This is an optimization exercise on Yosys and OpenROAD, whose aim is small area, a short achievable clock period and few clock cycles, not a production implementation. RTL that was checked went through simulation tests only; none was proved equivalent to the original. Only the layout flow was run in runs 5 and 6; the RTL was not checked for function there. Power is estimated from default activity; no workload was simulated.

==> flow/design.v <==
package l2_wb_types;
    localparam int unsigned ADDR_WIDTH      = 16;
    localparam int unsigned LINE_WIDTH      = 256;
    localparam int unsigned OFFSET_BITS     = 5;
    localparam int unsigned LINE_ADDR_WIDTH = ADDR_WIDTH - OFFSET_BITS;
    typedef logic [ADDR_WIDTH-1:0]      addr_t;
    typedef logic [LINE_WIDTH-1:0]      line_t;
    typedef logic [LINE_ADDR_WIDTH-1:0] lineaddr_t;
    typedef enum logic [1:0] {IDLE, ACK, FWD_READ, DRAIN} wb_state_t;
    function automatic logic [LINE_ADDR_WIDTH-1:0] line_of(input logic [ADDR_WIDTH-1:0] a);
        line_of = a[ADDR_WIDTH-1:OFFSET_BITS];
    endfunction
    function automatic logic [ADDR_WIDTH-1:0] line_base(input logic [LINE_ADDR_WIDTH-1:0] l);
        line_base = {l, {OFFSET_BITS{1'b0}}};
    endfunction
endpackage
module l2_wb_storage
#(
    parameter int unsigned DEPTH = 2
) (
    input  logic      clk_i,
    input  logic      rst_i,
    input  l2_wb_types::lineaddr_t addr_i,
    input  l2_wb_types::line_t     data_i,
    input  logic      enq_i,
    input  logic      coal_i,
    input  logic      pop_i,
    output logic      hit_o,
    output l2_wb_types::line_t     hit_data_o,
    output l2_wb_types::lineaddr_t head_addr_o,
    output l2_wb_types::line_t     head_data_o,
    output logic      empty_o,
    output logic      full_o,
    output logic      last_o
);
    localparam int unsigned IdxW = (DEPTH > 1) ? $clog2(DEPTH) : 1;
    localparam int unsigned CntW = $clog2(DEPTH) + 1;
    logic [DEPTH-1:0] valid_q;
    l2_wb_types::lineaddr_t        addr_q [DEPTH];
    l2_wb_types::line_t            data_q [DEPTH];
    logic [IdxW-1:0]  head_q;
    logic [CntW-1:0]  count_q;
    logic [IdxW-1:0]  tail;
    logic [IdxW-1:0]  hit_idx;
    assign tail = IdxW'((32'(head_q) + 32'(count_q)) % DEPTH);
    always_comb begin
        hit_o   = 1'b0;
        hit_idx = '0;
        for (int unsigned i = 0; i < DEPTH; i++) begin
            if (valid_q[i] && (addr_q[i] == addr_i)) begin
                hit_o   = 1'b1;
                hit_idx = IdxW'(i);
            end
        end
    end
    assign hit_data_o  = data_q[hit_idx];
    assign head_addr_o = addr_q[head_q];
    assign head_data_o = data_q[head_q];
    assign empty_o     = (count_q == '0);
    assign full_o      = (count_q == CntW'(DEPTH));
    assign last_o      = (count_q == CntW'(1));
    always_ff @(posedge clk_i or posedge rst_i) begin
        if (rst_i) begin
            valid_q <= '0;
            head_q  <= '0;
            count_q <= '0;
        end else if (enq_i) begin
            valid_q[tail] <= 1'b1;
            count_q       <= count_q + CntW'(1);
        end else if (pop_i) begin
            valid_q[head_q] <= 1'b0;
            head_q          <= IdxW'((32'(head_q) + 32'd1) % DEPTH);
            count_q         <= count_q - CntW'(1);
        end
    end
    always_ff @(posedge clk_i) begin
        if (enq_i) begin
            addr_q[tail] <= addr_i;
            data_q[tail] <= data_i;
        end else if (coal_i) begin
            data_q[hit_idx] <= data_i;
        end
    end
endmodule
module l2_write_buffer
#(
    parameter int unsigned DEPTH = 2
) (
    input  logic   clk_i,
    input  logic   rst_i,
    input  logic   l2_read,
    input  logic   l2_write,
    input  l2_wb_types::addr_t  l2_address,
    input  l2_wb_types::line_t  l2_wdata,
    output logic   l2_resp,
    output l2_wb_types::line_t  l2_rdata,
    output logic   pmem_read,
    output logic   pmem_write,
    output l2_wb_types::addr_t  pmem_address,
    output l2_wb_types::line_t  pmem_wdata,
    input  logic   pmem_resp,
    input  l2_wb_types::line_t  pmem_rdata,
    output logic   wb_empty
);
    l2_wb_types::wb_state_t state_q;
    logic      ack_q;
    logic      pmem_read_q;
    logic      pmem_write_q;
    logic      wb_empty_q;
    l2_wb_types::addr_t     pmem_address_q;
    l2_wb_types::line_t     pmem_wdata_q;
    l2_wb_types::line_t     rdata_q;
    logic      hit;
    logic      empty;
    logic      full;
    logic      last;
    logic      enq;
    logic      coal;
    logic      pop;
    l2_wb_types::line_t     hit_data;
    l2_wb_types::line_t     head_data;
    l2_wb_types::lineaddr_t head_addr;
    always_comb begin
        enq  = 1'b0;
        coal = 1'b0;
        pop  = 1'b0;
        if (state_q == l2_wb_types::IDLE && !l2_read && l2_write) begin
            coal = hit;
            enq  = !hit && !full;
        end
        if (state_q == l2_wb_types::DRAIN) begin
            pop = pmem_resp;
        end
    end
    l2_wb_storage #(
        .DEPTH(DEPTH)
    ) u_storage (
        .clk_i      (clk_i),
        .rst_i      (rst_i),
        .addr_i     (l2_wb_types::line_of(l2_address)),
        .data_i     (l2_wdata),
        .enq_i      (enq),
        .coal_i     (coal),
        .pop_i      (pop),
        .hit_o      (hit),
        .hit_data_o (hit_data),
        .head_addr_o(head_addr),
        .head_data_o(head_data),
        .empty_o    (empty),
        .full_o     (full),
        .last_o     (last)
    );
    always_ff @(posedge clk_i or posedge rst_i) begin
        if (rst_i) begin
            state_q        <= l2_wb_types::IDLE;
            ack_q          <= 1'b0;
            pmem_read_q    <= 1'b0;
            pmem_write_q   <= 1'b0;
            wb_empty_q     <= 1'b1;
            pmem_address_q <= '0;
            pmem_wdata_q   <= '0;
            rdata_q        <= '0;
        end else begin
            case (state_q)
                l2_wb_types::IDLE: begin
                    if (l2_read) begin
                        if (hit) begin
                            rdata_q <= hit_data;
                            ack_q   <= 1'b1;
                            state_q <= l2_wb_types::ACK;
                        end else begin
                            pmem_read_q    <= 1'b1;
                            pmem_address_q <= l2_wb_types::line_base(l2_wb_types::line_of(l2_address));
                            state_q        <= l2_wb_types::FWD_READ;
                        end
                    end else if (l2_write && (hit || !full)) begin
                        ack_q      <= 1'b1;
                        wb_empty_q <= 1'b0;
                        state_q    <= l2_wb_types::ACK;
                    end else if (l2_write || !empty) begin
                        pmem_write_q   <= 1'b1;
                        pmem_address_q <= l2_wb_types::line_base(head_addr);
                        pmem_wdata_q   <= head_data;
                        state_q        <= l2_wb_types::DRAIN;
                    end
                end
                l2_wb_types::ACK: begin
                    ack_q   <= 1'b0;
                    state_q <= l2_wb_types::IDLE;
                end
                l2_wb_types::FWD_READ: begin
                    if (pmem_resp) begin
                        pmem_read_q <= 1'b0;
                        state_q     <= l2_wb_types::IDLE;
                    end
                end
                l2_wb_types::DRAIN: begin
                    if (pmem_resp) begin
                        pmem_write_q <= 1'b0;
                        if (last) begin
                            wb_empty_q <= 1'b1;
                        end
                        state_q <= l2_wb_types::IDLE;
                    end
                end
                default: state_q <= l2_wb_types::IDLE;
            endcase
        end
    end
    assign l2_resp      = ack_q || (state_q == l2_wb_types::FWD_READ && pmem_resp);
    assign l2_rdata     = (state_q == l2_wb_types::FWD_READ) ? pmem_rdata : rdata_q;
    assign pmem_read    = pmem_read_q;
    assign pmem_write   = pmem_write_q;
    assign pmem_address = pmem_address_q;
    assign pmem_wdata   = pmem_wdata_q;
    assign wb_empty     = wb_empty_q;
endmodule
==> flow/run.sh <==
#!/bin/bash
# synth_recipe.tcl (not shown) runs the flow's synth.tcl, then flattens the netlist and writes it again
# the make line also repeats each setting of config.mk as NAME=value (left out here)
make -C /OpenROAD-flow-scripts/flow DESIGN_CONFIG=/design/flow/config.mk WORK_HOME=/design/flow/orfs CLKGATE_MAP_FILE= SYNTH_SCRIPT=/design/flow/synth_recipe.tcl finish
==> flow/config.mk <==
export PLATFORM = sky130hd
export DESIGN_NAME = l2_write_buffer
export DESIGN_NICKNAME = l2_write_buffer
export VERILOG_FILES = /design/flow/design.v
export SDC_FILE = /design/flow/constraint.sdc
export NUM_CORES = 4
export LEC_CHECK = 0
export CAP_MARGIN = 20
export CORE_AREA = 10 10 390 390
export DIE_AREA = 0 0 400 400
export SLEW_MARGIN = 20
==> flow/constraint.sdc <==
create_clock -name core_clock -period 5.0 [get_ports {clk_i}]
set_input_delay 1.0000 -clock core_clock [delete_from_list [all_inputs] [get_ports {clk_i}]]
set_output_delay 1.0000 -clock core_clock [all_outputs]
set_load 0.01 [all_outputs]
==> results of run 1 <==
## final cells by class
class | instances | area, sq um | share of cell area, %
Sequential cell | 1068 | 29400 | 41.8
Timing Repair Buffer | 1193 | 12200 | 17.4
Antenna cell | 19 | 47.5 | 0.0675
Inverter | 7 | 30.0 | 0.0426
Clock inverter | 57 | 603 | 0.856
Multi-Input combinational cell | 2741 | 22400 | 31.8
Tap cell | 1903 | 2380 | 3.38
Clock buffer | 167 | 3340 | 4.74
## kinds of logic after synthesis
| group | share of synthesized area, % |
|---|---|
| xor gates and xnor gates | 0.427 |
| other | 0.00704 |
| adders and majority gates | 0.0705 |
| DFF | 55.2 |
| muxes | 22.5 |
| AOI/OAI and AO/OA | 10.4 |
| buffers and inverters | 3.45 |
| and+or+nand+nor | 7.91 |
## state kept, by name, summed over array words and instances (netlist names)
name               flops
u_storage.data_q     512
wb_empty_q             1
u_storage.addr_q      22
pmem_wdata_q         256
u_storage.count_q      2
pmem_read_q            1
u_storage.head_q       1
rdata_q              256
pmem_address_q        11
u_storage.valid_q      2
pmem_write_q           1
state_q                2
ack_q                  1
## per-stage QoR
stage / hold slack, ns / setup slack (ns) / area (sq um) / total power, W
after floorplan: 0.477 / -3.35 / 53600 / 0.0198
after global placement: 0.487 / 0.703 / 66400 / 0.0269
final: 0.502 / 0.778 / 70400 / 0.0357
after CTS: 0.506 / 0.636 / 70400 / 0.0360
after global routing: 0.517 / 0.554 / 70400 / 0.0373
after detailed placement: 0.492 / 0.683 / 66400 / 0.0271
## worst max-delay path, stage by stage (launching register included)
cell and delay (ns):
sky130_fd_sc_hd__dfrtp_1 0.43, sky130_fd_sc_hd__inv_1 0.14, sky130_fd_sc_hd__nor2_4 0.37, sky130_fd_sc_hd__buf_12 0.26
sky130_fd_sc_hd__buf_12 0.25, sky130_fd_sc_hd__mux2_2 0.45, sky130_fd_sc_hd__clkdlybuf4s50_1 0.51
## power by group
part | internal, W | switching [W] | total, W
registers | 0.0110 | 0.00126 | 0.0122
clock network | 0.00508 | 0.00375 | 0.00883
logic | 0.00690 | 0.00772 | 0.0146
total | 0.0229 | 0.0127 | 0.0357
## routing by layer
metal  track usage, %  vias up  routed length [um]
li1                 -    17900                   -
met4             8.65       38                7490
met1             30.0    20400               80400
met5                0        -                 241
met2             37.4     1641               92500
met3             5.80      302               14600
## how the worst max path moves through the flow
stage / startpoint / cells past startpoint / end
global route: state_q[1]$_DFFE_PP0P_ / 6 / l2_rdata[233]
floorplan: l2_address[6] / 6 / u_storage.data_q[0][0]$_DFFE_PP_
finish: state_q[1]$_DFFE_PP0P_ / 6 / l2_rdata[81]
CTS: state_q[1]$_DFFE_PP0P_ / 6 / l2_rdata[92]
global placement: l2_address[14] / 8 / rdata_q[21]$_DFFE_PP0P_
detailed placement: l2_address[11] / 8 / rdata_q[16]$_DFFE_PP0P_
## placed cells by master, fill, tap and decap left out, types with 8 or more instances in the layout
master                            instances
sky130_fd_sc_hd__dfrtp_1                532
sky130_fd_sc_hd__clkinvlp_4               8
sky130_fd_sc_hd__nor2_1                 280
sky130_fd_sc_hd__xnor2_4                  9
sky130_fd_sc_hd__mux2_2                 582
sky130_fd_sc_hd__clkinv_2                26
sky130_fd_sc_hd__nand3_1                259
sky130_fd_sc_hd__a21oi_1                260
sky130_fd_sc_hd__o21ai_0                 14
sky130_fd_sc_hd__nand4_1                268
sky130_fd_sc_hd__o211ai_1               258
sky130_fd_sc_hd__clkinv_1                 9
sky130_fd_sc_hd__a221o_1                 11
sky130_fd_sc_hd__diode_2                 19
sky130_fd_sc_hd__clkdlybuf4s50_1       1054
sky130_fd_sc_hd__xnor2_2                  9
sky130_fd_sc_hd__o21a_1                 256
sky130_fd_sc_hd__clkbuf_8                16
sky130_fd_sc_hd__a22oi_1                 11
sky130_fd_sc_hd__edfxtp_1               534
sky130_fd_sc_hd__clkbuf_1                31
sky130_fd_sc_hd__clkbuf_16              120
sky130_fd_sc_hd__nand2_1                 15
sky130_fd_sc_hd__mux2_4                 180
sky130_fd_sc_hd__mux2i_1                267
sky130_fd_sc_hd__buf_12                  50
sky130_fd_sc_hd__bufinv_16                8
sky130_fd_sc_hd__buf_4                   89
==> reports/results.tsv, run 1 <==
metric	value	unit
groute.usage.overall	23.2	%
path_max_fanout	44	
cts_hold_buffers	0	
timing.critical_path.from_type	flop	
drt_pre_antenna_iters	6	
rsz0062_at_grt	false	
utilization	49.1	%
final.period_utilization	84.4	%
detailedRoute.firstIterationViolations	3202	
final-setup-viol-count	0	
ys_seq_elements	1068	
final_hold_viol_count	0	
synth-warning-count	2	
number_of_global_route_vias_before_repair	40600	
edff_count_synth	534	
die_x	400	um
num_vias	40300	
finalWeightedCongestion	0.873	
grt_overflow_total	0	
clkTransAtPathRegs	0.06	ns
insertion_delay	0.77	ns
wirelength	195	mm
clockRootBuffer	sky130_fd_sc_hd__clkbuf_16	
cells_on_worst_reg2reg_path	7	
port-buffer-count	1054	
place.detailed.hpwl	132	mm
numCtsBuffers	118	
boundaryPins	1065	
finClkSkew	0.0525	ns
maxCapViolations	0	
type_of_the_worst_setup_path	flop to output port	
yosys-top-cells-area	sky130_fd_sc_hd__edfxtp_1 30%, sky130_fd_sc_hd__dfrtp_1 25%, sky130_fd_sc_hd__mux2_2 12%	
number_of_standard_cell_rows_in_the_floorplan	139	
whs_path_depth	1	
finalCriticalPeriod	4.22	ns
grt_antenna_before_repair	46	
area_of_the_die	0.160	sq mm
critical_path.endpoint_type	output port	
peakVddDrop	0.398	mV
ys_dominant_reg_cell	sky130_fd_sc_hd__edfxtp_1	
post_cts_buffers	0	
grt_pass1_wl	281	mm
cp_data_required_time	4.00	ns
hp-class	flop to flop	
floorplan.initialDensity	37.1	%
final_layout_size_suffix_gt1_share	21.5	%
timing_worst_slew_pin_value	1.07	ns
total_leakage_power	28.1	nW
ctsLongestPathBuffers	3	
hp-start	rdata_q[153]$_DFFE_PP0P_	
async_flop_share	50.0	%
post-synth-top-count-cell	sky130_fd_sc_hd__mux2_2	
placed_cells_incl_taps	6912	
synth_largest_area_cell	sky130_fd_sc_hd__edfxtp_1	
yosys.cell_types.count	49	
synth_largest_type_area_fraction	30.1	%
netlist_instances	4229	
drc	0	
synth_common_cells	582 x sky130_fd_sc_hd__mux2_2, 534 x sky130_fd_sc_hd__edfxtp_1, 533 x sky130_fd_sc_hd__dfrtp_1	
avgSynthCellArea	12.6	sq um
regToRegStartpoint	u_storage.addr_q[1][8]$_DFFE_PP_	
cts_sinks	1068	
timing.reg2reg.setup_slack	1.88	ns
arrival	3.22	ns
avgRoutedWirePerCell	27.3	um
final-max-slew-violation-count	0	
relSlewSlack	28.6	%
syn_area	0.0533	sq mm
setup_total_negative_slack	0	ns
die_h	400	um
grt_start_max_net_pins	144	
syn2layout_area_growth	32.2	%
cts_repair_resize_count	0	
portion_of_the_post_synthesis_area_used_by_sequential_elements	55.2	%
antenna_left	0	
core-area	0.143	sq mm
power_density	507	mW/mm^2
achievable-frequency	0.237	GHz
hold_path_end	rdata_q[153]$_DFFE_PP0P_	
final_cell_count_no_fill	7155	
num-nets-final	5665	
timing.rr.end	rdata_q[249]$_DFFE_PP0P_	
drt-vias-per-instance	5.63	
htreeDepth	3	
fill_cells	12600	
cts_tree	built	
run_status	timing/DRC/antenna clean	
Testbench counts, summed over its fixed seeds: cycles 26,746.
==> run 2, diff against run 1 <==
==> flow/design.v (replaced) <==
package l2_wb_types;
    localparam int unsigned ADDR_WIDTH      = 16;
    localparam int unsigned LINE_WIDTH      = 256;
    localparam int unsigned OFFSET_BITS     = 5;
    localparam int unsigned LINE_ADDR_WIDTH = ADDR_WIDTH - OFFSET_BITS;
    typedef logic [ADDR_WIDTH-1:0]      addr_t;
    typedef logic [LINE_WIDTH-1:0]      line_t;
    typedef logic [LINE_ADDR_WIDTH-1:0] lineaddr_t;
    typedef enum logic [1:0] {IDLE, ACK, FWD_READ, DRAIN} wb_state_t;
    function automatic logic [LINE_ADDR_WIDTH-1:0] line_of(input logic [ADDR_WIDTH-1:0] a);
        line_of = a[ADDR_WIDTH-1:OFFSET_BITS];
    endfunction
    function automatic logic [ADDR_WIDTH-1:0] line_base(input logic [LINE_ADDR_WIDTH-1:0] l);
        line_base = {l, {OFFSET_BITS{1'b0}}};
    endfunction
endpackage
module l2_wb_storage (
    input  logic                clk_i,
    input  logic                load_w_i,
    input  logic                load_r_i,
    input  l2_wb_types::line_t  wdata_i,
    input  l2_wb_types::line_t  rdata_i,
    output l2_wb_types::line_t  data_o
);
    l2_wb_types::line_t data_q;
    always_ff @(posedge clk_i) begin
        if (load_w_i) begin
            data_q <= wdata_i;
        end else if (load_r_i) begin
            data_q <= rdata_i;
        end
    end
    assign data_o = data_q;
endmodule
module l2_write_buffer (
    input  logic   clk_i,
    input  logic   rst_i,
    input  logic   l2_read,
    input  logic   l2_write,
    input  l2_wb_types::addr_t  l2_address,
    input  l2_wb_types::line_t  l2_wdata,
    output logic   l2_resp,
    output l2_wb_types::line_t  l2_rdata,
    output logic   pmem_read,
    output logic   pmem_write,
    output l2_wb_types::addr_t  pmem_address,
    output l2_wb_types::line_t  pmem_wdata,
    input  logic   pmem_resp,
    input  l2_wb_types::line_t  pmem_rdata,
    output logic   wb_empty
);
    logic                   valid_q;       
    l2_wb_types::lineaddr_t line_q;        
    logic                   resp_q;
    logic                   pmem_read_q;   
    logic                   pmem_write_q;  
    logic                   wb_empty_q;
    l2_wb_types::line_t     data;
    logic hit;
    logic free;      
    logic new_req;   
    logic load_w;
    logic start_rd;
    logic rd_hit;
    assign hit      = valid_q && (line_q == l2_wb_types::line_of(l2_address));
    assign free     = !(pmem_read_q || pmem_write_q) || pmem_resp;
    assign new_req  = !resp_q && !pmem_read_q;
    assign load_w   = new_req && l2_write && free;
    assign rd_hit   = new_req && l2_read && hit;
    assign start_rd = new_req && l2_read && !hit && free;
    l2_wb_storage u_storage (
        .clk_i   (clk_i),
        .load_w_i(load_w),
        .load_r_i(pmem_read_q),
        .wdata_i (l2_wdata),
        .rdata_i (pmem_rdata),
        .data_o  (data)
    );
    always_ff @(posedge clk_i or posedge rst_i) begin
        if (rst_i) begin
            valid_q      <= 1'b0;
            line_q       <= '0;
            resp_q       <= 1'b0;
            pmem_read_q  <= 1'b0;
            pmem_write_q <= 1'b0;
            wb_empty_q   <= 1'b1;
        end else begin
            resp_q <= load_w || rd_hit || (pmem_read_q && pmem_resp);
            if (pmem_resp) begin
                pmem_read_q  <= 1'b0;
                pmem_write_q <= 1'b0;
                if (pmem_read_q) valid_q <= 1'b1;
                if (pmem_write_q) wb_empty_q <= 1'b1;
            end
            if (load_w) begin
                valid_q      <= 1'b1;
                line_q       <= l2_wb_types::line_of(l2_address);
                pmem_write_q <= 1'b1;
                wb_empty_q   <= 1'b0;
            end
            if (start_rd) begin
                valid_q     <= 1'b0;
                line_q      <= l2_wb_types::line_of(l2_address);
                pmem_read_q <= 1'b1;
            end
        end
    end
    assign l2_resp      = resp_q;
    assign l2_rdata     = data;
    assign pmem_read    = pmem_read_q;
    assign pmem_write   = pmem_write_q;
    assign pmem_address = l2_wb_types::line_base(line_q);
    assign pmem_wdata   = data;
    assign wb_empty     = wb_empty_q;
endmodule
==> flow/flow/run.sh (new file) <==
#!/bin/bash
# Standard layout, with the port buffers made from the smallest plain buffer.
set -euo pipefail
export BUFFER_PORTS_ARGS="-buffer_cell sky130_fd_sc_hd__buf_1"
bash standard.sh > standard_flow.log 2>&1
==> flow/standard.sh (new file) <==
#!/bin/bash
# synth_recipe.tcl (not shown) runs the flow's synth.tcl, then flattens the netlist and writes it again
# the make line also repeats each setting of config.mk as NAME=value (left out here)
make -C /OpenROAD-flow-scripts/flow DESIGN_CONFIG=/design/flow/config.mk WORK_HOME=/design/flow/orfs CLKGATE_MAP_FILE= SYNTH_SCRIPT=/design/flow/synth_recipe.tcl "${@:-finish}"
--- a/flow/config.mk
+++ b/flow/config.mk
@@ -8,4 +8,5 @@
 export CAP_MARGIN = 20
 export CORE_AREA = 10 10 390 390
 export DIE_AREA = 0 0 400 400
+export SETUP_SLACK_MARGIN = 3.2
 export SLEW_MARGIN = 20
removed: flow/run.sh
==> run 2 against run 1 <==
Net effect: first-iteration DRC count is 44% lower; still clean; hold slack worse by 0.028 ns; final cell count is 39% lower; flip-flop and latch count is 796 lower; non-clock buffer count is 20 higher; global-route usage is 7.4 points lower; wire length is 23% lower.
==> reports/results.tsv, run 2 <==
metric	value	unit
grt_start_max_net_pins	80	
syn_area	0.0140	sq mm
num-nets-final	2940	
critical-path-slowest-cell	sky130_fd_sc_hd__edfxtp_1	
area_of_the_die	0.160	sq mm
cp_data_required_time	4.00	ns
achievable-frequency	0.428	GHz
num_vias	16000	
worst_path_cell_chain	buf_2	
setup_total_negative_slack	0	ns
syn2layout_area_growth	92.8	%
yosys-top-cells-area	sky130_fd_sc_hd__edfxtp_1 55%, sky130_fd_sc_hd__nand2_1 21%, sky130_fd_sc_hd__buf_4 14%	
yosys.cell_types.count	32	
avgRoutedWirePerCell	34.5	um
numCtsBuffers	40	
ys_seq_elements	272	
number_of_global_route_vias_before_repair	14300	
run_status	timing/DRC/antenna clean	
rsz0062_at_grt	true	
grt_overflow_total	0	
cp.depth	1	
floorplan.initialDensity	9.78	%
largest_reg_flops	256	
grt_pass1_wl	163	mm
boundaryPins	1065	
cp.buffers_inverters	1	
ys_dominant_reg_cell	sky130_fd_sc_hd__edfxtp_1	
type_of_the_worst_setup_path	flop to output port	
core-area	0.143	sq mm
total_leakage_power	11.1	nW
clockRootBuffer	sky130_fd_sc_hd__clkbuf_16	
final_common_cell	sky130_fd_sc_hd__buf_1	
utilization	18.9	%
wirelength	151	mm
hp-class	primary input to asynchronous set/reset pin	
peakVddDrop	0.360	mV
path_max_fanout	2	
portion_of_the_post_synthesis_area_used_by_sequential_elements	57.6	%
final_hold_viol_count	0	
die_h	400	um
regMostFlops	u_storage.data_q	
critical_path.endpoint_type	output port	
clkTransAtPathRegs	0.07	ns
place.detailed.hpwl	112	mm
finClkSkew	0.0267	ns
async_flop_share	5.88	%
avgSynthCellArea	9.58	sq um
drc	0	
synth_common_cells	772 x sky130_fd_sc_hd__nand2_1, 271 x sky130_fd_sc_hd__buf_4, 256 x sky130_fd_sc_hd__edfxtp_1	
finalCriticalPeriod	2.34	ns
layout_common_cells	529 x sky130_fd_sc_hd__buf_1, 488 x sky130_fd_sc_hd__nand2_1, 372 x sky130_fd_sc_hd__buf_6	
power_density	753	mW/mm^2
drt_pre_antenna_iters	5	
maxCapViolations	0	
insertion_delay	0.61	ns
final.period_utilization	46.7	%
post-synth-top-count-cell	sky130_fd_sc_hd__nand2_1	
relSlewSlack	49.7	%
arrival	1.34	ns
port-buffer-count	1054	
cts_sinks	272	
timing.reg2reg.setup_slack	2.95	ns
timing_worst_slew_pin_value	0.752	ns
synth_largest_area_cell	sky130_fd_sc_hd__edfxtp_1	
family_with_the_most_delay_on_the_worst_path	flip-flops	
detailedRoute.firstIterationViolations	1784	
cells_on_worst_reg2reg_path	10	
htreeDepth	2	
ctsLongestPathBuffers	3	
antenna_left	0	
layout_cell_area_excl_fill	0.0271	sq mm
edff_count_synth	256	
cpPeakStageDelay	0.52	ns
cell_area_placed	0.0184	sq mm
number_of_standard_cell_rows_in_the_floorplan	139	
layout_top_registers	u_storage.data_q (256), line_q (11)	
synth_largest_type_area_fraction	54.8	%
cts_tree	built	
drt-vias-per-instance	3.67	
netlist_instances	1466	
timing.critical_path.from_type	flop	
grt_antenna_before_repair	128	
final_layout_size_suffix_gt1_share	44.1	%
cts_hold_buffers	0	
final-max-slew-violation-count	0	
groute.usage.overall	15.8	%
die_x	400	um
synth-warning-count	2	
finalWeightedCongestion	1.05	
final-setup-viol-count	0	
-- run 2: cell types whose count changed after synthesis, sizes merged, moves of 14 or more --
cell,change
a21oi,-261
buf,+184
clkbuf,-275
dfrtp,-518
edfxtp,-278
mux2,-766
mux2i,-267
nand2,+757
nand3,-248
nand4,-265
nor2,-279
o211ai,-249
o21a,-256
xnor2,-14
-- run 2: power by group --
part / switching, W / internal [W]
clock: 0.00129 / 0.00161
combinational: 0.00697 / 0.00550
sequential: 0.000972 / 0.00403
total: 0.00924 / 0.0111
-- run 2: per-layer routing --
metal | vias to the layer above | part of all wire (%) | GRT usage (%)
li1 | 6497 | - | -
met1 | 7778 | 35 | 17.3
met2 | 1316 | 45 | 24.9
met3 | 338 | 16 | 10.5
met4 | 90 | 3.6 | 4.46
met5 | - | 0.41 | 0
-- run 2: what timing repair did --
item                                    in CTS  in global routing
resized for setup                         1035                712
hold endpoints to repair                     0                  0
pin swaps                                    5                346
cloned                                      16                 75
endpoints found under the setup margin    1051               1031
setup buffers                               39                 26
-- run 2: layout make-up --
class,count,area (sq um)
diodes,31,77.6
clock buffers,48,1050
flip-flops and latches,272,8100
inverters,3,11.3
repair buffers,1213,9910
multi-input cells,877,5350
clock inverters,23,196
fillers,15900,116000
well taps,1903,2380
-- run 2: cell families (layout without fill, tap and decap cells) --
group | after synthesis | after routing | synth area share [%]
AND/OR/NAND/NOR | 810 | 818 | 22.5
buffers and inverters | 329 | 1287 | 16.4
flip-flops | 272 | 272 | 57.6
AO/OA/AOI/OAI | 41 | 41 | 2.58
XOR/XNOR | 11 | 11 | 0.686
multiplexers | 2 | 2 | 0.160
other | 1 | 36 | 0.0267
-- run 2: per-stage QoR --
stage	setup WS, ns	hold WS (ns)	cells	power [W]
2_1_floorplan	1.45	0.500	1470	0.00864
3_3_place_gp	1.49	0.511	4112	0.0116
3_5_place_dp	1.43	0.526	4112	0.0117
4_1_cts	2.60	0.429	4238	0.0177
5_1_grt	2.64	0.506	4343	0.0212
6_report	2.66	0.473	4370	0.0204
-- run 2: worst paths after layout --
check,to,startpoint
min,line_q[7]$_DFFE_PP0P_,rst_i
max,pmem_wdata[92],u_storage.data_q[92]$_DFFE_PP_
min in group core_clock,valid_q$_DFFE_PP0P_,valid_q$_DFFE_PP0P_
max reg2reg,u_storage.data_q[134]$_DFFE_PP_,pmem_read_q$_DFFE_PP0P_
min reg2reg,valid_q$_DFFE_PP0P_,valid_q$_DFFE_PP0P_
max in group asynchronous,pmem_write_q$_DFFE_PP0P_,rst_i
Testbench counts of run 2, summed over its fixed seeds: cycles 25,351.
==> run 3, diff against run 2 <==
==> flow/run.sh (new file) <==
#!/bin/bash
# synth_recipe.tcl (not shown) runs the flow's synth.tcl, then flattens the netlist and writes it again
# the make line also repeats each setting of config.mk as NAME=value (left out here)
make -C /OpenROAD-flow-scripts/flow DESIGN_CONFIG=/design/flow/config.mk WORK_HOME=/design/flow/orfs CLKGATE_MAP_FILE= SYNTH_SCRIPT=/design/flow/synth_recipe.tcl finish
removed: flow/flow/run.sh
removed: flow/standard.sh
==> run 3 against run 2 <==
Net effect: largest cell class unchanged; register-to-register slack hardly changed; critical path type unchanged; die area stayed put; fmax is 2.9% lower; power is 9.7% higher; wire length is 4.0% higher; area after synthesis stayed put; critical path depth is 1 higher; final area is 19% higher; sequential power hardly changed; worst setup slack worse by 0.070 ns; non-clock buffer count is 122 higher.
==> reports/results.tsv, run 3 <==
metric	value	unit
final_hold_viol_count	0	
synth_common_cells	772 x sky130_fd_sc_hd__nand2_1, 271 x sky130_fd_sc_hd__buf_4, 256 x sky130_fd_sc_hd__edfxtp_1	
total_leakage_power	14.1	nW
critical-path-slowest-cell	sky130_fd_sc_hd__edfxtp_1	
yosys-top-cells-area	sky130_fd_sc_hd__edfxtp_1 55%, sky130_fd_sc_hd__nand2_1 21%, sky130_fd_sc_hd__buf_4 14%	
synth-xor-area-share	0.686	%
finalHoldWorstSlack	0.547	ns
finalCriticalPeriod	2.41	ns
hp-class	flop to flop	
timing.critical_path.from_type	flop	
antenna_left	0	
ctsLongestPathBuffers	3	
fill_cells	15500	
grt_start_max_net_pins	106	
drc	0	
worst_path_cell_chain	buf_6 > buf_6	
run_status	timing/DRC/antenna clean	
num_vias	16000	
regToRegStartpoint	resp_q$_DFF_PP0_	
syn2layout_area_growth	130	%
seqPwrFrac	22.5	%
clkPwrFrac	14.4	%
cells_on_worst_reg2reg_path	11	
achievable-frequency	0.415	GHz
family_with_the_most_delay_on_the_worst_path	flip-flops	
final.period_utilization	48.2	%
die_x	400	um
drt-vias-per-instance	3.57	
clockRootBuffer	sky130_fd_sc_hd__clkbuf_16	
cpPeakStageDelay	0.49	ns
cts_tree	built	
detailedRoute.firstIterationViolations	1403	
cp.buffers_inverters	2	
synth_mux_area_share	0.160	%
wirelength	157	mm
layout_common_cells	515 x sky130_fd_sc_hd__nand2_1, 515 x sky130_fd_sc_hd__clkdlybuf4s50_1, 507 x sky130_fd_sc_hd__buf_6	
layout_cell_area_excl_fill	0.0323	sq mm
whs_path_depth	2	
synth_compound_gate_area_share	2.58	%
edff_count_synth	256	
cts_sinks	272	
place.detailed.hpwl	115	mm
numCtsBuffers	42	
number_of_global_route_vias_before_repair	14700	
power_density	691	mW/mm^2
syn_area	0.0140	sq mm
path_common_cell	sky130_fd_sc_hd__buf_6	
finalWeightedCongestion	0.989	
cell_area_placed	0.0250	sq mm
regArea	0.00810	sq mm
num-nets-final	3059	
timing.reg2reg.setup_slack	2.95	ns
post-synth-top-count-cell	sky130_fd_sc_hd__nand2_1	
finClkSkew	0.0313	ns
hold_path_end	valid_q$_DFFE_PP0P_	
port-buffer-count	1054	
synth_largest_type_area_fraction	54.8	%
multi_input_area	0.00521	sq mm
timing.rr.end	u_storage.data_q[150]$_DFFE_PP_	
synth_fa_ha_area_share	0	%
rsz0062_at_grt	true	
floorplan.initialDensity	9.78	%
clkTransAtPathRegs	0.06	ns
cts_hold_buffers	0	
final_cell_count_no_fill	4483	
final_layout_size_suffix_gt1_share	45.8	%
type_of_the_worst_setup_path	flop to output port	
setup_total_negative_slack	0	ns
core-area	0.143	sq mm
final-setup-viol-count	0	
net_switching	0.00961	W
async_flop_share	5.88	%
layout_top_registers	u_storage.data_q (256), line_q (11)	
critical_path.endpoint_type	output port	
regMostFlops	u_storage.data_q	
final-max-slew-violation-count	0	
utilization	22.5	%
synth_largest_area_cell	sky130_fd_sc_hd__edfxtp_1	
grt_pass1_wl	169	mm
avgSynthCellArea	9.58	sq um
drt_pre_antenna_iters	5	
area_of_the_die	0.160	sq mm
maxCapViolations	0	
cp_data_required_time	4.00	ns
proportion_of_power_drawn_by_combinational_gates	63.1	%
yosys.cell_types.count	32	
grt_overflow_total	0	
htreeDepth	2	
die_h	400	um
power.switching_fraction	43.0	%
path_max_fanout	2	
boundaryPins	1065	
synth_simple_gate_area_share	22.5	%
design_internal_power	0.0127	W
largest_reg_flops	256	
synth-warning-count	2	
groute.usage.overall	16.3	%
grt_antenna_before_repair	113	
avgRoutedWirePerCell	34.9	um
hp-start	valid_q$_DFFE_PP0P_	
dominant_combinational_cell_family_by_area_after_synthesis	simple AND/OR/NAND/NOR gates	
ys_dominant_reg_cell	sky130_fd_sc_hd__edfxtp_1	
crit_startpoint	u_storage.data_q[72]$_DFFE_PP_	
insertion_delay	0.63	ns
placed_cells_incl_taps	4114	
netlist_instances	1466	
relSlewSlack	52.5	%
number_of_standard_cell_rows_in_the_floorplan	139	
timing_worst_slew_pin_value	0.711	ns
ys_seq_elements	272	
peakVddDrop	0.287	mV
portion_of_the_post_synthesis_area_used_by_sequential_elements	57.6	%
arrival	1.41	ns
-- run 3: cell count changes in the layout (fill, tap and decap cells not counted), sizes merged, moves of 5 or more --
cell,delta
clkdlybuf4s50,+515
clkbuf,-151
nand3,-5
buf,-250
diode,-10
dlygate4sd2,+8
-- run 3: layout make-up --
| type | count | share of cell area [%] |
|---|---|---|
| timing repair buffer | 1335 | 47.0 |
| clock buffer | 51 | 3.42 |
| sequential | 272 | 25.0 |
| antenna | 21 | 0.162 |
| clock inverter | 26 | 0.901 |
| multi-input combinational | 872 | 16.1 |
| tap | 1903 | 7.36 |
| inverter | 3 | 0.0348 |
-- run 3: worst max-delay path by stage --
stage	end	slack (ns)	cells after the start
global placement	u_storage.data_q[202]$_DFFE_PP_	1.58	5
detailed placement	u_storage.data_q[133]$_DFFE_PP_	1.55	5
finish	l2_rdata[72]	2.59	2
global route	l2_rdata[72]	2.56	2
floorplan	u_storage.data_q[0]$_DFFE_PP_	1.45	4
CTS	l2_rdata[72]	2.55	2
-- run 3: kinds of logic after synthesis --
| group | after synthesis |
|---|---|
| compound gates | 41 |
| xor+xnor | 11 |
| buf+inv | 329 |
| flops | 272 |
| mux | 2 |
| other cells | 1 |
| simple gates | 810 |
-- run 3: power by group through the flow --
stage,logic (W),clock network (W),registers [W]
floorplan,0.00350,0,0.00515
global placement,0.00946,0,0.00491
detailed placement,0.00945,0,0.00494
CTS,0.0107,0.00334,0.00488
global route,0.0147,0.00338,0.00512
finish,0.0141,0.00321,0.00503
-- run 3: metrics by stage --
stage,power (W),setup WS [ns]
floorplan,0.00864,1.45
finish,0.0224,2.59
CTS,0.0189,2.55
detailed placement,0.0144,1.55
global placement,0.0144,1.58
global route,0.0232,2.56
-- run 3: repair_timing --
item                                     CTS  global route
endpoints found under the setup margin  1055           949
resized for setup                       2887           780
hold endpoints to repair                   0             0
setup buffers                            123            48
pin swaps                                 10            72
gates cloned                              19            81
-- run 3: routing by layer --
layer	routed length (um)	vias up	track usage, %
met4	5020	52	3.54
met1	59100	7851	18.8
met5	333	-	0
met2	73200	1091	26.9
li1	-	6711	-
met3	19000	300	8.11
-- run 3: worst min-delay path, stage by stage, from the launching register on --
cell and delay [ns]:
sky130_fd_sc_hd__dfrtp_1 0.40, sky130_fd_sc_hd__inv_1 0.06, sky130_fd_sc_hd__a32oi_1 0.05
==> run 4, diff against run 3 <==
--- a/flow/config.mk
+++ b/flow/config.mk
@@ -8,5 +8,4 @@
 export CAP_MARGIN = 20
 export CORE_AREA = 10 10 390 390
 export DIE_AREA = 0 0 400 400
-export SETUP_SLACK_MARGIN = 3.2
 export SLEW_MARGIN = 20
==> run 4 against run 3 <==
Net effect: non-clock buffer count is 267 lower; critical endpoint is now l2_rdata[10]; critical path type unchanged; synthesized cell count stayed put; clock skew is 0.023 ns higher; clock power is 9.3% lower; area after synthesis stayed put; sequential power is 0.8% lower; still clean; power is 24% lower.
==> reports/results.tsv, run 4 <==
metric	value	unit
cp.depth	1	
achievable-frequency	0.340	GHz
core-area	0.143	sq mm
edff_count_synth	256	
timing.reg2reg.setup_slack	2.27	ns
number_of_standard_cell_rows_in_the_floorplan	139	
boundaryPins	1065	
drc	0	
detailedRoute.firstIterationViolations	1168	
drt_pre_antenna_iters	5	
insertion_delay	0.61	ns
number_of_global_route_vias_before_repair	13900	
die_h	400	um
ys_dominant_reg_cell	sky130_fd_sc_hd__edfxtp_1	
numCtsBuffers	41	
setup_total_negative_slack	0	ns
largest_reg_flops	256	
avgSynthCellArea	9.58	sq um
grt_start_max_net_pins	139	
cts_sinks	272	
final_common_cell	sky130_fd_sc_hd__clkdlybuf4s50_1	
synth_largest_area_cell	sky130_fd_sc_hd__edfxtp_1	
cts_tree	built	
final.period_utilization	58.8	%
hp-start	wb_empty_q$_DFFE_PP1P_	
yosys.cell_types.count	32	
hold_path_end	wb_empty_q$_DFFE_PP1P_	
htreeDepth	2	
critical_path.endpoint_type	output port	
syn_area	0.0140	sq mm
synth-warning-count	2	
cts_hold_buffers	0	
antenna_left	0	
synth-xor-area-share	0.686	%
place.detailed.hpwl	115	mm
yosys-top-cells-area	sky130_fd_sc_hd__edfxtp_1 55%, sky130_fd_sc_hd__nand2_1 21%, sky130_fd_sc_hd__buf_4 14%	
floorplan.initialDensity	9.78	%
arrival	1.94	ns
power_density	652	mW/mm^2
async_flop_share	5.88	%
die_x	400	um
synth_fa_ha_area_share	0	%
peakVddDrop	0.378	mV
timing.rr.end	u_storage.data_q[197]$_DFFE_PP_	
synth_compound_gate_area_share	2.58	%
netlist_instances	1466	
family_with_the_most_delay_on_the_worst_path	buffers and inverters	
maxCapViolations	0	
num_vias	14100	
timing_worst_slew_pin_value	1.16	ns
grt_antenna_before_repair	96	
finalWeightedCongestion	0.977	
finClkSkew	0.0538	ns
layout_top_registers	u_storage.data_q (256), line_q (11)	
final_hold_viol_count	0	
ctsLongestPathBuffers	3	
portion_of_the_post_synthesis_area_used_by_sequential_elements	57.6	%
run_status	timing/DRC/antenna clean	
num-nets-final	2788	
drt-vias-per-instance	3.37	
type_of_the_worst_setup_path	flop to output port	
layout_common_cells	1,054 x sky130_fd_sc_hd__clkdlybuf4s50_1, 772 x sky130_fd_sc_hd__nand2_1, 256 x sky130_fd_sc_hd__edfxtp_1	
groute.usage.overall	15.4	%
path_max_fanout	2	
post_cts_buffers	0	
wirelength	133	mm
final_critical_path_setup_slack	2.06	ns
syn2layout_area_growth	86.9	%
port-buffer-count	1054	
hp-class	flop to flop	
final-setup-viol-count	0	
worst_path_cell_chain	clkdlybuf4s50_1	
finalCriticalPeriod	2.94	ns
cp_data_required_time	4.00	ns
post-synth-top-count-cell	sky130_fd_sc_hd__nand2_1	
critical-path-slowest-cell	sky130_fd_sc_hd__clkdlybuf4s50_1	
area_of_the_die	0.160	sq mm
timing.critical_path.from_type	flop	
clkTransAtPathRegs	0.05	ns
dominant_combinational_cell_family_by_area_after_synthesis	simple AND/OR/NAND/NOR gates	
grt_pass1_wl	160	mm
synth_common_cells	772 x sky130_fd_sc_hd__nand2_1, 271 x sky130_fd_sc_hd__buf_4, 256 x sky130_fd_sc_hd__edfxtp_1	
whs_path_depth	2	
clockRootBuffer	sky130_fd_sc_hd__clkbuf_16	
synth_simple_gate_area_share	22.5	%
regMostFlops	u_storage.data_q	
final_layout_size_suffix_gt1_share	3.81	%
finalHoldWorstSlack	0.518	ns
ys_seq_elements	272	
cp.buffers_inverters	1	
final-max-slew-violation-count	0	
dpl_worst_slack	1.56	ns
cells_on_worst_reg2reg_path	4	
synth_mux_area_share	0.160	%
grt_overflow_total	0	
avgRoutedWirePerCell	31.6	um
cpPeakStageDelay	0.84	ns
synth_largest_type_area_fraction	54.8	%
regToRegStartpoint	pmem_read_q$_DFFE_PP0P_	
cts_repair_resize_count	0	
relSlewSlack	22.7	%
total_leakage_power	9.98	nW
rsz0062_at_grt	false	
-- run 4: worst max-delay path by stage --
| stage | start | end | slack [ns] |
|---|---|---|---|
| after floorplan | pmem_resp | u_storage.data_q[0]$_DFFE_PP_ | 1.35 |
| after global placement | pmem_resp | u_storage.data_q[195]$_DFFE_PP_ | 1.59 |
| after detailed placement | pmem_resp | u_storage.data_q[195]$_DFFE_PP_ | 1.56 |
| after CTS | u_storage.data_q[10]$_DFFE_PP_ | l2_rdata[10] | 1.93 |
| after global routing | u_storage.data_q[10]$_DFFE_PP_ | l2_rdata[10] | 1.97 |
| final | u_storage.data_q[10]$_DFFE_PP_ | l2_rdata[10] | 2.06 |
-- run 4: final cells by class --
cell class | count | area (sq um)
fill | 15900 | 117000
timing repair buffer | 1068 | 10800
sequential | 272 | 8090
multi-input combinational | 869 | 3680
tap | 1903 | 2380
clock buffer | 49 | 1080
clock inverter | 23 | 208
antenna | 14 | 35.0
inverter | 3 | 11.3
-- run 4: where the power goes --
part           internal, W  total [W]  switching, W
Combinational      0.00394    0.00920       0.00525
Sequential         0.00403    0.00499      0.000954
Clock              0.00169    0.00291       0.00123
Total              0.00966     0.0171       0.00743
-- run 4: per-layer routing --
layer	global-route usage (%)	vias to the layer above	share of wire (%)
met4	2.55	44	1.9
met3	6.39	197	11
met5	0	-	0.22
li1	-	6099	-
met1	18.9	6885	39
met2	25.6	919	47
-- run 4: cells by family (layout without fill, tap and decap cells) --
group | after synthesis | count (layout)
other cells | 1 | 19
flops | 272 | 272
buf+inv | 329 | 1143
xor+xnor | 11 | 11
compound gates | 41 | 41
mux | 2 | 2
simple gates | 810 | 810
-- run 4: metrics by stage --
step	cell area (sq um)	total power, W	std cells	util (%)
global route	26200	0.0178	4187	18.3
detailed placement	24900	0.0144	4115	17.4
global placement	24900	0.0144	4115	17.4
CTS	26200	0.0175	4187	18.3
finish	26200	0.0171	4201	18.3
floorplan	14100	0.00848	1470	-
==> run 5, diff against run 4 <==
--- a/flow/design.v
+++ b/flow/design.v
@@ -23,12 +23,12 @@
     output l2_wb_types::line_t  data_o
 );
     l2_wb_types::line_t data_q;
+    logic hold;
+    assign hold = !(load_w_i || load_r_i);
     always_ff @(posedge clk_i) begin
-        if (load_w_i) begin
-            data_q <= wdata_i;
-        end else if (load_r_i) begin
-            data_q <= rdata_i;
-        end
+        data_q <= ({l2_wb_types::LINE_WIDTH{load_w_i}} & wdata_i)
+                | ({l2_wb_types::LINE_WIDTH{load_r_i}} & rdata_i)
+                | ({l2_wb_types::LINE_WIDTH{hold}}     & data_q);
     end
     assign data_o = data_q;
 endmodule
==> flow/flow/run.sh (new file) <==
#!/bin/bash
# Standard layout, with the port buffers made from the smallest plain buffer.
set -euo pipefail
export BUFFER_PORTS_ARGS="-buffer_cell sky130_fd_sc_hd__buf_1"
bash standard.sh > standard_flow.log 2>&1
==> flow/standard.sh (new file) <==
#!/bin/bash
# synth_recipe.tcl (not shown) runs the flow's synth.tcl, then flattens the netlist and writes it again
# the make line also repeats each setting of config.mk as NAME=value (left out here)
make -C /OpenROAD-flow-scripts/flow DESIGN_CONFIG=/design/flow/config.mk WORK_HOME=/design/flow/orfs CLKGATE_MAP_FILE= SYNTH_SCRIPT=/design/flow/synth_recipe.tcl "${@:-finish}"
removed: flow/run.sh
==> run 5 against run 4 <==
Net effect: final area down 30%; critical path type unchanged; clock power up 7.2%; critical endpoint is now pmem_read; clock-buffer cell count up 5; first-iteration DRC count down 16%; sequential power down 9.4%; sequential share of layout area down 0.78 points; die area unchanged.
==> reports/results.tsv, run 5 <==
metric	value	unit
run_status	timing/DRC/antenna clean	
hp-class	flop to flop	
arrival	2.01	ns
power_density	866	mW/mm^2
htreeDepth	2	
grt_antenna_before_repair	118	
synth_fa_ha_area_share	0	%
ys_dominant_reg_cell	sky130_fd_sc_hd__dfxtp_1	
regToRegStartpoint	pmem_read_q$_DFFE_PP0P_	
drc	0	
clockRootBuffer	sky130_fd_sc_hd__clkbuf_16	
grt_start_max_net_pins	130	
number_of_standard_cell_rows_in_the_floorplan	139	
core-area	0.143	sq mm
place.detailed.hpwl	105	mm
yosys-top-cells-area	sky130_fd_sc_hd__dfxtp_1 39%, sky130_fd_sc_hd__a22o_1 17%, sky130_fd_sc_hd__buf_4 16%	
maxCapViolations	0	
avgSynthCellArea	10.5	sq um
groute.usage.overall	13.9	%
post_cts_buffers	0	
numCtsBuffers	40	
regArea	0.00553	sq mm
placed_cells_incl_taps	3863	
synth_largest_type_area_fraction	39.4	%
die_x	400	um
grt_pass1_wl	145	mm
timing.rr.end	u_storage.data_q[79]$_DFF_P_	
dominant_combinational_cell_family_by_area_after_synthesis	compound AO/OA/AOI/OAI gates	
synth_common_cells	273 x sky130_fd_sc_hd__buf_4, 264 x sky130_fd_sc_hd__a21o_1, 256 x sky130_fd_sc_hd__a22o_1, 256 x sky130_fd_sc_hd__dfxtp_1, 33 x sky130_fd_sc_hd__clkbuf_1	
peakVddDrop	0.474	mV
total_leakage_power	7.56	nW
cts_tree	built	
drt-vias-per-instance	3.45	
die_h	400	um
cells_on_worst_reg2reg_path	4	
hp-start	u_storage.data_q[99]$_DFF_P_	
relSlewSlack	34.8	%
antenna_left	0	
finalWeightedCongestion	0.968	
fill_cells	16600	
finalCriticalPeriod	3.01	ns
ctsLongestPathBuffers	3	
regMostFlops	u_storage.data_q	
synth_compound_gate_area_share	34.1	%
cell_area_placed	0.0170	sq mm
cp_data_required_time	4.00	ns
wirelength	120	mm
synth_largest_area_cell	sky130_fd_sc_hd__dfxtp_1	
syn2layout_area_growth	41.4	%
final_common_cell	sky130_fd_sc_hd__buf_1	
cts_sinks	272	
synth_simple_gate_area_share	2.20	%
achievable-frequency	0.332	GHz
yosys.cell_types.count	37	
final.period_utilization	60.2	%
async_flop_share	5.88	%
synth-xor-area-share	0.740	%
grt_overflow_total	0	
clkTransAtPathRegs	0.05	ns
cts_hold_buffers	0	
num_vias	13700	
final_hold_viol_count	0	
synth_mux_area_share	0.173	%
number_of_global_route_vias_before_repair	12900	
edff_count_synth	0	
final-max-slew-violation-count	0	
timing.critical_path.from_type	flop	
rsz0062_at_grt	false	
setup_total_negative_slack	0	ns
syn_area	0.0130	sq mm
insertion_delay	0.61	ns
drt_pre_antenna_iters	5	
portion_of_the_post_synthesis_area_used_by_sequential_elements	42.5	%
layout_cell_area_excl_fill	0.0184	sq mm
multi_input_area	0.00486	sq mm
layout_top_registers	u_storage.data_q (256), line_q (11)	
whs_path_depth	1	
largest_reg_flops	256	
post-synth-top-count-cell	sky130_fd_sc_hd__buf_4	
final_cell_count_no_fill	3962	
path_max_fanout	38	
hold_path_end	u_storage.data_q[99]$_DFF_P_	
cts_repair_resize_count	0	
final_layout_size_suffix_gt1_share	4.77	%
ys_seq_elements	272	
layout_common_cells	1,054 x sky130_fd_sc_hd__buf_1, 264 x sky130_fd_sc_hd__a21o_1, 256 x sky130_fd_sc_hd__a22o_1, 256 x sky130_fd_sc_hd__dfxtp_1, 41 x sky130_fd_sc_hd__clkbuf_16	
detailedRoute.firstIterationViolations	983	
timing.reg2reg.setup_slack	2.20	ns
final-setup-viol-count	0	
finClkSkew	0.0297	ns
area_of_the_die	0.160	sq mm
floorplan.initialDensity	9.07	%
avgRoutedWirePerCell	30.3	um
timing_worst_slew_pin_value	0.971	ns
netlist_instances	1244	
port-buffer-count	1054	
critical_path.endpoint_type	output port	
boundaryPins	1065	
synth-warning-count	2	
type_of_the_worst_setup_path	flop to output port	
num-nets-final	2535	
run 5: worst max path at each step:
stage / slack, ns / from / cells after the start / end
3_3_place_gp: 1.68 / pmem_resp / 7 / u_storage.data_q[163]$_DFF_P_
5_1_grt: 1.84 / pmem_read_q$_DFFE_PP0P_ / 2 / pmem_read
6_report: 1.99 / pmem_read_q$_DFFE_PP0P_ / 2 / pmem_read
3_5_place_dp: 1.64 / pmem_resp / 7 / u_storage.data_q[160]$_DFF_P_
4_1_cts: 1.88 / pmem_read_q$_DFFE_PP0P_ / 2 / pmem_read
2_1_floorplan: 2.77 / l2_address[6] / 5 / line_q[2]$_DFFE_PP0P_
run 5: worst max-delay path: stages (launching register included):
cell	delay (ns)
sky130_fd_sc_hd__dfrtp_4	0.71
sky130_fd_sc_hd__buf_4	0.47
sky130_fd_sc_hd__buf_1	0.20
run 5: cells by family (layout without fill, tap and decap cells):
family                 count (synthesis)  count (layout)
AND/OR/NAND/NOR                       45              45
other                                  1              30
multiplexers                           2               2
flip-flops                           272             272
AO/OA/AOI/OAI                        544             544
XOR/XNOR                              11              11
buffers and inverters                369            1155
run 5: layout make-up:
cell class	instances	share of cell area (%)
timing repair buffer	1069	22.5
multi-input combinational	607	26.4
clock inverter	20	1.54
tap	1903	12.9
sequential	272	30.1
clock buffer	54	6.00
antenna	25	0.340
inverter	12	0.245
run 5: per-stage QoR:
step	hold slack (ns)	util, %	total power (W)	worst slack [ns]
final	0.475	12.8	0.0159	1.99
after global routing	0.485	12.8	0.0170	1.84
after CTS	0.476	12.8	0.0164	1.88
after detailed placement	0.464	11.8	0.0131	1.64
after global placement	0.455	11.8	0.0130	1.68
after floorplan	0.489	-	0.00964	2.77
run 5: report_power, final:
group | switching, W | internal, W | total (W)
sequential | 0.00113 | 0.00338 | 0.00452
clock | 0.00125 | 0.00187 | 0.00312
combinational | 0.00575 | 0.00256 | 0.00831
total | 0.00813 | 0.00781 | 0.0159
run 5: layer usage:
metal / vias to the layer above / global-route usage [%] / part of all wire (%)
met5: - / 0 / 0.53
met4: 90 / 3.29 / 2.8
met3: 268 / 9.03 / 15
met2: 904 / 21.7 / 45
met1: 6530 / 15.5 / 37
li1: 5885 / - / -
==> run 6, diff against run 5 <==
--- a/flow/config.mk
+++ b/flow/config.mk
@@ -8,4 +8,5 @@
 export CAP_MARGIN = 20
 export CORE_AREA = 10 10 390 390
 export DIE_AREA = 0 0 400 400
+export SETUP_SLACK_MARGIN = 2.9
 export SLEW_MARGIN = 20
==> run 6 against run 5 <==
Net effect: highest routed layer unchanged; register-to-register slack improved by 0.78 ns; critical path type unchanged; flip-flop and latch count did not move; clock skew fell by 0.011 ns; largest power group unchanged; critical endpoint unchanged; global-route usage rose by 2.1 points.
==> reports/results.tsv, run 6 <==
metric	value	unit
run_status	timing/DRC/antenna clean	
syn2layout_area_growth	85.7	%
num-nets-final	2585	
ctsLongestPathBuffers	3	
regMostFlops	u_storage.data_q	
fill_cells	16100	
number_of_standard_cell_rows_in_the_floorplan	139	
arrival	1.37	ns
layout_common_cells	526 x sky130_fd_sc_hd__buf_1, 420 x sky130_fd_sc_hd__buf_6, 264 x sky130_fd_sc_hd__a21o_1	
timing_worst_slew_pin_value	0.700	ns
edff_count_synth	0	
core-area	0.143	sq mm
num_vias	14600	
final_hold_viol_count	0	
final-max-slew-violation-count	0	
final_common_cell	sky130_fd_sc_hd__buf_1	
hp-start	u_storage.data_q[152]$_DFF_P_	
cp_data_required_time	4.00	ns
yosys-top-cells-area	sky130_fd_sc_hd__dfxtp_1 39%, sky130_fd_sc_hd__a22o_1 17%, sky130_fd_sc_hd__buf_4 16%	
die_h	400	um
area_of_the_die	0.160	sq mm
clkTransAtPathRegs	0.06	ns
final-setup-viol-count	0	
type_of_the_worst_setup_path	flop to output port	
timing.critical_path.from_type	flop	
tot_pwr	0.0216	W
largest_reg_flops	256	
synth_largest_type_area_fraction	39.4	%
path_max_fanout	3	
critical_path.endpoint_type	output port	
final.period_utilization	47.4	%
drt_pre_antenna_iters	5	
rsz0062_at_grt	true	
detailedRoute.firstIterationViolations	1041	
relSlewSlack	53.3	%
total_leakage_power	10.7	nW
port-buffer-count	1054	
ys_seq_elements	272	
finalCriticalPeriod	2.37	ns
insertion_delay	0.60	ns
grt_overflow_total	0	
post-synth-top-count-cell	sky130_fd_sc_hd__buf_4	
grt_antenna_before_repair	134	
portion_of_the_post_synthesis_area_used_by_sequential_elements	42.5	%
setup_total_negative_slack	0	ns
cts_tree	built	
hp-class	flop to flop	
achievable-frequency	0.422	GHz
avgSynthCellArea	10.5	sq um
synth_largest_area_cell	sky130_fd_sc_hd__dfxtp_1	
htreeDepth	2	
power_density	893	mW/mm^2
syn_area	0.0130	sq mm
timing.reg2reg.setup_slack	2.98	ns
finalWeightedCongestion	0.902	
final_layout_size_suffix_gt1_share	45.0	%
utilization	16.8	%
timing.rr.end	u_storage.data_q[136]$_DFF_P_	
synth_common_cells	273 x sky130_fd_sc_hd__buf_4, 264 x sky130_fd_sc_hd__a21o_1, 256 x sky130_fd_sc_hd__a22o_1, 256 x sky130_fd_sc_hd__dfxtp_1, 33 x sky130_fd_sc_hd__clkbuf_1	
netlist_instances	1244	
groute.usage.overall	15.9	%
numCtsBuffers	41	
antenna_left	0	
die_x	400	um
wirelength	138	mm
clockRootBuffer	sky130_fd_sc_hd__clkbuf_16	
grt_pass1_wl	165	mm
drc	0	
boundaryPins	1065	
cells_on_worst_reg2reg_path	7	
floorplan.initialDensity	9.07	%
ys_dominant_reg_cell	sky130_fd_sc_hd__dfxtp_1	
peakVddDrop	0.428	mV
drt-vias-per-instance	3.64	
async_flop_share	5.88	%
cts_hold_buffers	0	
grt_start_max_net_pins	79	
cts_sinks	272	
hold_path_end	u_storage.data_q[152]$_DFF_P_	
avgRoutedWirePerCell	34.4	um
finClkSkew	0.0184	ns
place.detailed.hpwl	113	mm
layout_top_registers	u_storage.data_q (256), line_q (11)	
whs_path_depth	1	
maxCapViolations	0	
number_of_global_route_vias_before_repair	14000	
regToRegStartpoint	pmem_read_q$_DFFE_PP0P_	
synth-warning-count	2	
yosys.cell_types.count	37	
## run 6: cell types whose count changed in the layout (fill, tap and decap cells not counted), sizes merged, moves of 2 or more
cell,before,now
diode,25,20
bufbuf,0,3
and3,2,4
buf,1069,1109
## run 6: final cells by class
cell class              count  area (sq um)  share of cell area, %
repair buffers           1114          9100                   37.7
flip-flops and latches    272          6280                   26.0
multi-input cells         611          4960                   20.5
well taps                1903          2380                   9.86
clock buffers              51          1080                   4.49
clock inverters            21           259                   1.07
diodes                     20          50.0                  0.207
inverters                  12          45.0                  0.186
## run 6: what timing repair did
item	CTS	global route
setup buffers	32	5
setup endpoints to repair	798	562
resized for setup	1810	127
pin swaps	4	0
gates cloned	11	1
## run 6: kinds of logic (layout without fill, tap and decap cells)
family                 Yosys count  count (layout)  share of synthesized area, %
AND/OR/NAND/NOR                 45              49                          2.20
XOR/XNOR                        11              11                         0.740
AO/OA/AOI/OAI                  544             544                          34.1
multiplexers                     2               2                         0.173
buffers and inverters          369            1198                          20.3
other                            1              25                        0.0288
flip-flops                     272             272                          42.5
## run 6: how the worst max path moves through the flow
stage	from	slack [ns]	endpoint
after CTS	pmem_read_q$_DFFE_PP0P_	2.54	pmem_read
after detailed placement	l2_write	1.56	u_storage.data_q[132]$_DFF_P_
after floorplan	l2_address[9]	2.84	line_q[2]$_DFFE_PP0P_
final	pmem_read_q$_DFFE_PP0P_	2.63	pmem_read
after global routing	pmem_read_q$_DFFE_PP0P_	2.56	pmem_read
after global placement	l2_write	1.63	u_storage.data_q[120]$_DFF_P_
## run 6: critical path: stages, from the launching register on
cell,delay (ns)
sky130_fd_sc_hd__dfrtp_4,0.51
sky130_fd_sc_hd__buf_16,0.15
sky130_fd_sc_hd__buf_6,0.11
## run 6: through the flow
step | cell area (sq um) | setup slack (ns) | hold slack, ns | instances
finish | 24200 | 2.63 | 0.454 | 4004
global route | 24100 | 2.56 | 0.471 | 3989
CTS | 23700 | 2.54 | 0.429 | 3978
detailed placement | 17000 | 1.56 | 0.458 | 3863
global placement | 17000 | 1.63 | 0.453 | 3863
floorplan | 13100 | 2.84 | 0.490 | 1248
## run 6: where the power goes
part	internal (W)	switching, W
Sequential	0.00392	0.00155
Combinational	0.00644	0.00659
Clock	0.00180	0.00127
## run 6: routing by layer
layer | vias to the layer above | GRT usage, % | wire (um)
met4 | 100 | 4.38 | 4470
met2 | 1014 | 25.2 | 62600
li1 | 6029 | - | -
met5 | - | 0 | 662
met1 | 7114 | 17.9 | 50400
met3 | 304 | 9.56 | 19500
==> run 7, diff against run 6 <==
--- a/flow/design.v
+++ b/flow/design.v
@@ -62,16 +62,18 @@
     logic load_w;
     logic start_rd;
     logic rd_hit;
+    logic fill;      
     assign hit      = valid_q && (line_q == l2_wb_types::line_of(l2_address));
     assign free     = !(pmem_read_q || pmem_write_q) || pmem_resp;
     assign new_req  = !resp_q && !pmem_read_q;
     assign load_w   = new_req && l2_write && free;
     assign rd_hit   = new_req && l2_read && hit;
     assign start_rd = new_req && l2_read && !hit && free;
+    assign fill     = pmem_read_q && pmem_resp;
     l2_wb_storage u_storage (
         .clk_i   (clk_i),
         .load_w_i(load_w),
-        .load_r_i(pmem_read_q),
+        .load_r_i(fill),
         .wdata_i (l2_wdata),
         .rdata_i (pmem_rdata),
         .data_o  (data)
@@ -85,7 +87,7 @@
             pmem_write_q <= 1'b0;
             wb_empty_q   <= 1'b1;
         end else begin
-            resp_q <= load_w || rd_hit || (pmem_read_q && pmem_resp);
+            resp_q <= load_w || rd_hit || fill;
             if (pmem_resp) begin
                 pmem_read_q  <= 1'b0;
                 pmem_write_q <= 1'b0;
--- a/flow/config.mk
+++ b/flow/config.mk
@@ -8,5 +8,4 @@
 export CAP_MARGIN = 20
 export CORE_AREA = 10 10 390 390
 export DIE_AREA = 0 0 400 400
-export SETUP_SLACK_MARGIN = 2.9
 export SLEW_MARGIN = 20
==> run 7 against run 6 <==
Net effect: final cell count shrank 1.3%; final area shrank 24%; clock skew grew 0.0079 ns; non-clock buffer count shrank 46; area after synthesis shrank 0.72%; via count grew 1.8%; critical endpoint is now u_storage.data_q[143]$_DFF_P_; largest cell class is now sequential cells.
==> reports/results.tsv, run 7 <==
metric	value	unit
finalCriticalPeriod	2.84	ns
layout_top_registers	u_storage.data_q (256), line_q (11)	
hp-class	primary input to asynchronous set/reset pin	
path_max_fanout	144	
peakVddDrop	0.324	mV
grt_antenna_before_repair	155	
multi_input_area	0.00486	sq mm
final_hold_viol_count	0	
insertion_delay	0.61	ns
grt_start_max_net_pins	145	
grt_pass1_wl	168	mm
num_vias	14800	
final-setup-viol-count	0	
core-area	0.143	sq mm
final.period_utilization	56.8	%
clkTransAtPathRegs	0.07	ns
floorplan.initialDensity	9.00	%
critical_path.endpoint_type	flop	
die_h	400	um
number_of_standard_cell_rows_in_the_floorplan	139	
edff_count_synth	0	
num-nets-final	2528	
wirelength	139	mm
portion_of_the_post_synthesis_area_used_by_sequential_elements	42.8	%
avgSynthCellArea	10.2	sq um
port-buffer-count	1054	
netlist_instances	1266	
cts_sinks	272	
detailedRoute.firstIterationViolations	1152	
critical-path-slowest-cell	sky130_fd_sc_hd__dfrtp_4	
utilization	12.8	%
final_critical_path_setup_slack	2.16	ns
number_of_global_route_vias_before_repair	14000	
ys_seq_elements	272	
drc	0	
finalHoldWorstSlack	0.466	ns
die_x	400	um
cts_repair_resize_count	0	
synth_largest_type_area_fraction	39.7	%
timing_worst_slew_pin_value	1.09	ns
groute.usage.overall	16.1	%
post-synth-top-count-cell	sky130_fd_sc_hd__buf_4	
setup_total_negative_slack	0	ns
relSlewSlack	27.1	%
timing.critical_path.from_type	flop	
regMostFlops	u_storage.data_q	
final_common_cell	sky130_fd_sc_hd__buf_1	
arrival	3.37	ns
cpPeakStageDelay	0.69	ns
cts_hold_buffers	0	
antenna_left	0	
ctsLongestPathBuffers	3	
post_cts_buffers	0	
place.detailed.hpwl	119	mm
yosys-top-cells-area	sky130_fd_sc_hd__dfxtp_1 40%, sky130_fd_sc_hd__a221o_1 20%, sky130_fd_sc_hd__buf_4 16%	
maxCapViolations	0	
regArea	0.00553	sq mm
final_layout_size_suffix_gt1_share	4.88	%
ys_dominant_reg_cell	sky130_fd_sc_hd__dfxtp_1	
layout_common_cells	1,053 x sky130_fd_sc_hd__buf_1, 256 x sky130_fd_sc_hd__and3_1, 256 x sky130_fd_sc_hd__a221o_1, 256 x sky130_fd_sc_hd__dfxtp_1, 43 x sky130_fd_sc_hd__clkbuf_16	
htreeDepth	2	
type_of_the_worst_setup_path	flop to flop	
drt_pre_antenna_iters	5	
power_density	845	mW/mm^2
final-max-slew-violation-count	0	
synth_common_cells	274 x sky130_fd_sc_hd__buf_4, 257 x sky130_fd_sc_hd__and3_1, 256 x sky130_fd_sc_hd__a221o_1, 256 x sky130_fd_sc_hd__dfxtp_1, 74 x sky130_fd_sc_hd__clkbuf_1	
async_flop_share	5.88	%
cp_data_required_time	5.53	ns
numCtsBuffers	42	
fill_cells	16600	
run_status	timing/DRC/antenna clean	
worst_path_cell_chain	nor2_2 > and3_4 > buf_12 > a221o_1	
area_of_the_die	0.160	sq mm
synth-warning-count	2	
boundaryPins	1065	
synth_largest_area_cell	sky130_fd_sc_hd__dfxtp_1	
finalWeightedCongestion	0.906	
achievable-frequency	0.352	GHz
avgRoutedWirePerCell	35.2	um
regToRegStartpoint	pmem_read_q$_DFFE_PP0P_	
drt-vias-per-instance	3.75	
grt_overflow_total	0	
yosys.cell_types.count	32	
timing.rr.end	u_storage.data_q[143]$_DFF_P_	
cts_tree	built	
dpl_worst_slack	2.03	ns
largest_reg_flops	256	
clockRootBuffer	sky130_fd_sc_hd__clkbuf_16	
syn_area	0.0129	sq mm
syn2layout_area_growth	42.3	%
finClkSkew	0.0263	ns
total_leakage_power	6.90	nW
cells_on_worst_reg2reg_path	4	
timing.reg2reg.setup_slack	2.16	ns
rsz0062_at_grt	false	
## run 7: cell count changes in the layout (fill, tap and decap cells not counted), moves of 172 or more
cell / change
sky130_fd_sc_hd__buf_1: +527
sky130_fd_sc_hd__buf_6: -420
sky130_fd_sc_hd__a21o_1: -264
sky130_fd_sc_hd__a221o_1: +256
sky130_fd_sc_hd__a22o_1: -256
sky130_fd_sc_hd__and3_1: +256
sky130_fd_sc_hd__dfxtp_1: +256
sky130_fd_sc_hd__dfxtp_4: -172
## run 7: metal layers
layer / up-vias / GRT usage, % / routed length [um]
met1: 7177 / 17.1 / 48400
met4: 120 / 3.14 / 3660
met2: 1060 / 26.8 / 65500
li1: 6135 / - / -
met5: - / 0 / 792
met3: 331 / 10.4 / 20600
## run 7: cell type report
cell class              instances  area share, %
flip-flops and latches        272           30.1
multi-input cells             608           26.4
well taps                    1903           12.9
clock buffers                  56           6.61
inverters                       3         0.0612
repair buffers               1068           22.4
diodes                         20          0.272
clock inverters                21           1.16
## run 7: cell families (layout without fill, tap and decap cells)
logic type | Yosys count | after routing | synth area share, %
AOI/OAI and AO/OA | 297 | 297 | 22.3
and+or+nand+nor | 293 | 293 | 14.2
muxes | 2 | 2 | 0.174
buffers and inverters | 390 | 1148 | 19.8
other | 1 | 25 | 0.0290
xor gates and xnor gates | 11 | 11 | 0.746
DFF | 272 | 272 | 42.8
## run 7: worst max-delay path: cells and delay by family, from the launching register on
kind	cells	cell delay, ns
simple gates	2	0.89
flops	1	0.69
buf+inv	1	0.44
compound gates	1	0.31
## run 7: report_power, final
group	total, W	switching [W]	internal [W]
clock network	0.00320	0.00133	0.00187
registers	0.00455	0.00120	0.00335
logic	0.00779	0.00550	0.00230
total	0.0155	0.00802	0.00752
## run 7: worst max path at each step
stage,from,endpoint,slack (ns),depth (start not counted)
floorplan,pmem_resp,u_storage.data_q[206]$_DFF_P_,2.65,7
global placement,pmem_resp,u_storage.data_q[240]$_DFF_P_,2.05,5
detailed placement,pmem_resp,u_storage.data_q[35]$_DFF_P_,2.03,6
CTS,pmem_read_q$_DFFE_PP0P_,pmem_read,2.12,1
global route,pmem_read_q$_DFFE_PP0P_,u_storage.data_q[143]$_DFF_P_,2.10,4
finish,pmem_read_q$_DFFE_PP0P_,u_storage.data_q[143]$_DFF_P_,2.16,4
## run 7: through the flow
stage               power (W)  std cells  instance area, sq um
detailed placement     0.0127       3854                 16900
floorplan             0.00903       1270                 12900
global placement       0.0126       3854                 16900
finish                 0.0155       3951                 18400
global route           0.0165       3936                 18400
CTS                    0.0160       3931                 18300
Testbench counts of run 7, summed over its fixed seeds: cycles 25,351.

==> afterwards: timing with drivers on the ports <==
How much do the figures lean on ideal ports? The routed layouts below were timed once more, with nothing changed but the port constraints.
Step 1 assumes that a clkbuf_16 drives the clock port and a buf_2 every other input.
Step 2 also shifts input and output timing later by t, the mid clock arrival at the registers, as if the neighbouring blocks saw the same clock.
a / b / c = ideal ports / drivers / drivers and shift; a / b = the first two.
run	t (ns)	setup WS [ns]
run 1	0.822	0.778 / 0.700 / 0.613
run 2	0.669	2.663 / 2.594 / 2.215
run 3	0.680	2.592 / 2.526 / 2.297
run 4	0.655	2.060 / 1.992 / 1.571
run 5	0.657	1.989 / 1.925 / 1.594
run 6	0.660	2.630 / 2.560 / 2.340
run 7	0.661	2.159 / 2.159 / 1.975
After both steps every run listed still meets setup and hold.
